This is an optimization exercise on Yosys and OpenROAD, whose aim is small area, a short achievable clock period and few clock cycles, not a production implementation. The RTL was checked by simulation tests, not by an equivalence proof against the original design.

## pn_evaluator
module pn_evaluator (
    input  wire                         clk,
    input  wire                         rst_n,
    input  wire [1:0]                   mode,
    input  wire                         operator,
    input  wire [pn_pkg::operand_w-1:0] in,
    input  wire                         in_valid,
    output logic                        out_valid,
    output pn_pkg::result_t             out
);
For scale: about 150 flip-flops, about 26 I/O pins.
clock: 9.0 ns
lec_check: 0
abc_clock_period_in_ps: 3000
cap_margin: 20
core_margin: 2
core_utilization: 40
setup_slack_margin: 3.5
slew_margin: 20
tns_end_percent: 100
run.sh (not shown) runs the stock make flow with config.mk's settings and CLKGATE_MAP_FILE= SYNTH_SCRIPT=/design/flow/synth_recipe.tcl, a recipe that flattens the netlist after the stock synthesis.
The starting point went through all stages and came out clean.
Testbench counts at the start, summed over its fixed seeds: cycles 11,704.
Next try:
--- a/flow/design.v
+++ b/flow/design.v
@@ -447,15 +447,17 @@
     logic [1:0] st;
     logic       pre_q;     
     logic       bur_q;     
     logic       pend;      
     logic       first_pending;
     logic [15:0] vhi [0:VW-1];
     logic [2:0]  vlo [0:VD-1];
-    logic [FD-1:0] f_v;
+    logic [2:0]    f_n;    
+    logic [1:0]    f_v;    
+    assign f_v = {f_n[2] | f_n[1], f_n != 3'd0};
     logic [FD-1:0] f_l;
     logic [1:0]    f_op [0:FD-1];
     logic [3:0]    q [0:QD-1];
     logic [1:0]    qcnt;
     logic [3:0]    lval;
     wire idle  = (st == S_IDLE);
     wire recv  = (st == S_RECV);
@@ -485,25 +487,24 @@
     wire pf_op  = t_op & ~idle & ~pre_q & ~bur_q;
     wire pb_op  = t_op & ~idle & ~pre_q & bur_q;
     wire top_l  = f_v[0] & f_l[0];
     wire qb_red = t_opd & ~idle & pre_q & bur_q & top_l & ~pend;
     wire pend_n = casc | (t_opd & ~idle & pre_q & ~bur_q & (pend | top_l));
     logic [1:0]  alu_op;
     logic [15:0] a, b, sum, r;
-    wire         sub = (alu_op == 2'd1);
     assign alu_op = pre_q ? f_op[0] : cur_x[1:0];
     assign a   = v[1];
     assign b   = v[0];
-    assign sum = a + (b ^ {16{sub}}) + {15'd0, sub};
+    assign sum = a + b;
     logic [15:0] prod;
     mul16lo mul_inst (.a(a), .b(b), .p(prod));
     always_comb begin
         case (alu_op)
             2'd0:    r = sum;
-            2'd1:    r = sum;
+            2'd1:    r = a - b;
             2'd2:    r = prod;
             default: r = sum[15] ? -sum : sum;
         endcase
     end
     logic [2:0]    bl, br;
     logic [1:0]    bop;
     logic signed [BW-1:0] bres;
@@ -556,23 +557,23 @@
         end
         if (bur_q && !idle) begin
             {vhi[VW-1][14:3], hs[1], hs[0]} <= bx_n;
         end
     end
     always_ff @(posedge clk or negedge rst_n) begin
         if (!rst_n) begin
-            f_v <= '0;
+            f_n <= '0;
         end else if (idle) begin
-            if (take) f_v <= {{(FD-1){1'b0}}, cur_op};
+            if (take) f_n <= {2'd0, cur_op};
         end else if (red) begin
-            if (!t_op) f_v <= {1'b0, f_v[FD-1:1]};
+            if (!t_op) f_n <= f_n - 3'd1;
         end else if (fpush) begin
-            f_v <= {f_v[FD-2:0], 1'b1};
+            f_n <= f_n + 3'd1;
         end else if (qb_red) begin
-            f_v <= {1'b0, f_v[FD-1:1]};
+            f_n <= f_n - 3'd1;
         end
     end
     always_ff @(posedge clk) begin
         if (idle) begin
             f_op[0] <= cur_x[1:0];
             f_l[0]  <= 1'b0;
         end else if (red) begin
Result:
- final area falls by a few percent
- worst hold slack improved by 0.0040 ns
- routed wire length rises slightly
- clock skew barely changes
- maximum frequency falls by a few percent
- via count rises slightly
- non-clock buffer count falls by 31
- clock-buffer cell count falls by 1
- core utilization falls by 1.4 points
- setup slack got worse by 0.19 ns
Testbench counts after the change, summed over its fixed seeds: cycles 11,704.

the reference run:
pn_evaluator, a different RTL version from the one above (not shown whole).
Size in the first run: about 26 I/O pins, ~15000 um2 of cells after synthesis.
make LEC_CHECK=0 ABC_CLOCK_PERIOD_IN_PS=3000 CAP_MARGIN=20 CORE_MARGIN=2 CORE_UTILIZATION=40 SETUP_SLACK_MARGIN=3.5 SLEW_MARGIN=20 TNS_END_PERCENT=100 finish   # period 9.0 ns
The reference run reached the final stage; the timing, design-rule and antenna checks on its layout passed.
Testbench counts of the reference run, summed over its fixed seeds: cycles 11,704.
diff inputs: the reference run => the trial run
--- a/flow/design.v
+++ b/flow/design.v
@@ -456,14 +456,12 @@
     assign f_v = {f_n[2] | f_n[1], f_n != 3'd0};
     logic [FD-1:0] f_l;
     logic [1:0]    f_op [0:FD-1];
     logic [3:0]    q [0:QD-1];
     logic [1:0]    qcnt;
     logic [3:0]    lval;
-    logic [37:0]   bx, bx_n;
-    logic [3:0]    lf;
     wire idle  = (st == S_IDLE);
     wire recv  = (st == S_RECV);
     wire waits = (st == S_WAIT);
     wire emit  = (st == S_EMIT);
     logic [15:3]    hs [0:1];
     logic [VT-1:VW] vt;
@@ -490,22 +488,23 @@
     wire pb_op  = t_op & ~idle & ~pre_q & bur_q;
     wire top_l  = f_v[0] & f_l[0];
     wire qb_red = t_opd & ~idle & pre_q & bur_q & top_l & ~pend;
     wire pend_n = casc | (t_opd & ~idle & pre_q & ~bur_q & (pend | top_l));
     logic [1:0]  alu_op;
     logic [15:0] a, b, sum, r;
+    wire         sub = (alu_op == 2'd1);
     assign alu_op = pre_q ? f_op[0] : cur_x[1:0];
     assign a   = v[1];
     assign b   = v[0];
-    assign sum = a + b;
+    assign sum = a + (b ^ {16{sub}}) + {15'd0, sub};
     logic [15:0] prod;
     mul16lo mul_inst (.a(a), .b(b), .p(prod));
     always_comb begin
         case (alu_op)
             2'd0:    r = sum;
-            2'd1:    r = a - b;
+            2'd1:    r = sum;
             2'd2:    r = prod;
             default: r = sum[15] ? -sum : sum;
         endcase
     end
     logic [2:0]    bl, br;
     logic [1:0]    bop;
@@ -638,14 +637,16 @@
             else               wr[3] = 1'b1;
         end else if (pre_q && !flag_new) begin
             wr = lf;
         end
         if (!ins) wr = '0;
     end
+    logic [37:0] bx, bx_n;
     assign bx = {vhi[VW-1][14:3], hs[1], hs[0]};
     logic signed [BW-1:0] lv [0:3];
+    logic [3:0] lf;
     logic bf [0:3][0:3];
     function automatic int bf_bit(input int i, input int j);
         bf_bit = (i == 0) ? 31 + j : (i == 1) ? 33 + j : 37;
     endfunction
     always_comb begin
         for (int j = 0; j < 4; j++) begin
@@ -699,12 +700,13 @@
             lval <= lval & ~sel;
         end else begin
             lval <= lval | wr;
         end
     end
     wire done = ~pend & ~qnz;
+    wire endc = recv & ~in_valid;
     always_ff @(posedge clk or negedge rst_n) begin
         if (!rst_n) begin
             st            <= S_IDLE;
             pre_q         <= 1'b0;
             bur_q         <= 1'b0;
             pend          <= 1'b0;
## What came out
- Per the final summary, the trial run finished and its layout is clean on timing, DRC and antenna.
- The total via count after detailed routing reported for the trial run is smaller than that of the reference run by 243.
- The trial run vs. the reference run: post-synthesis sequential area ratio went up by 0.70 points.
- Post-route clock skew delta (the reference run -> the trial run): insignificant
- Delta (the trial run minus the reference run): cell area after placement fell 2.4%.
Testbench counts of the trial run, summed over its fixed seeds: cycles 11,704.

## separate check: timing with driven ports
The results above use ideal ports. As a check the final layouts listed here were re-extracted and re-timed, cells and wires unchanged.
Step 1 sets driving cells, clkbuf_16 on the clock port and buf_2 on the other inputs (assumed; they add their load-dependent delay and slew).
Step 2 also shifts input and output timing later by t, the mid clock arrival at the registers, as if the neighbouring blocks saw the same clock.
Slacks: ideal / step 1 / step 2; pairs: ideal / step 1.
run	shift t [ns]	setup WS [ns]	latest minus earliest clock arrival (ns)	worst slew at a driven data input, ns
the first run of note 1	0.486	3.580 / 3.609 / 3.123	0.010 / 0.010	0.04
the second run of note 1	0.478	3.388 / 3.388 / 3.237	0.015 / 0.015	0.04
the reference run	0.481	3.485 / 3.483 / 3.247	0.009 / 0.010	0.04
the trial run	0.484	3.484 / 3.484 / 3.105	0.010 / 0.010	0.04
After both steps setup and hold are still met in every run listed. For the first run of note 1, which loses most, drivers alone change the setup slack by +0.029 ns; drivers and shift together by -0.457 ns.
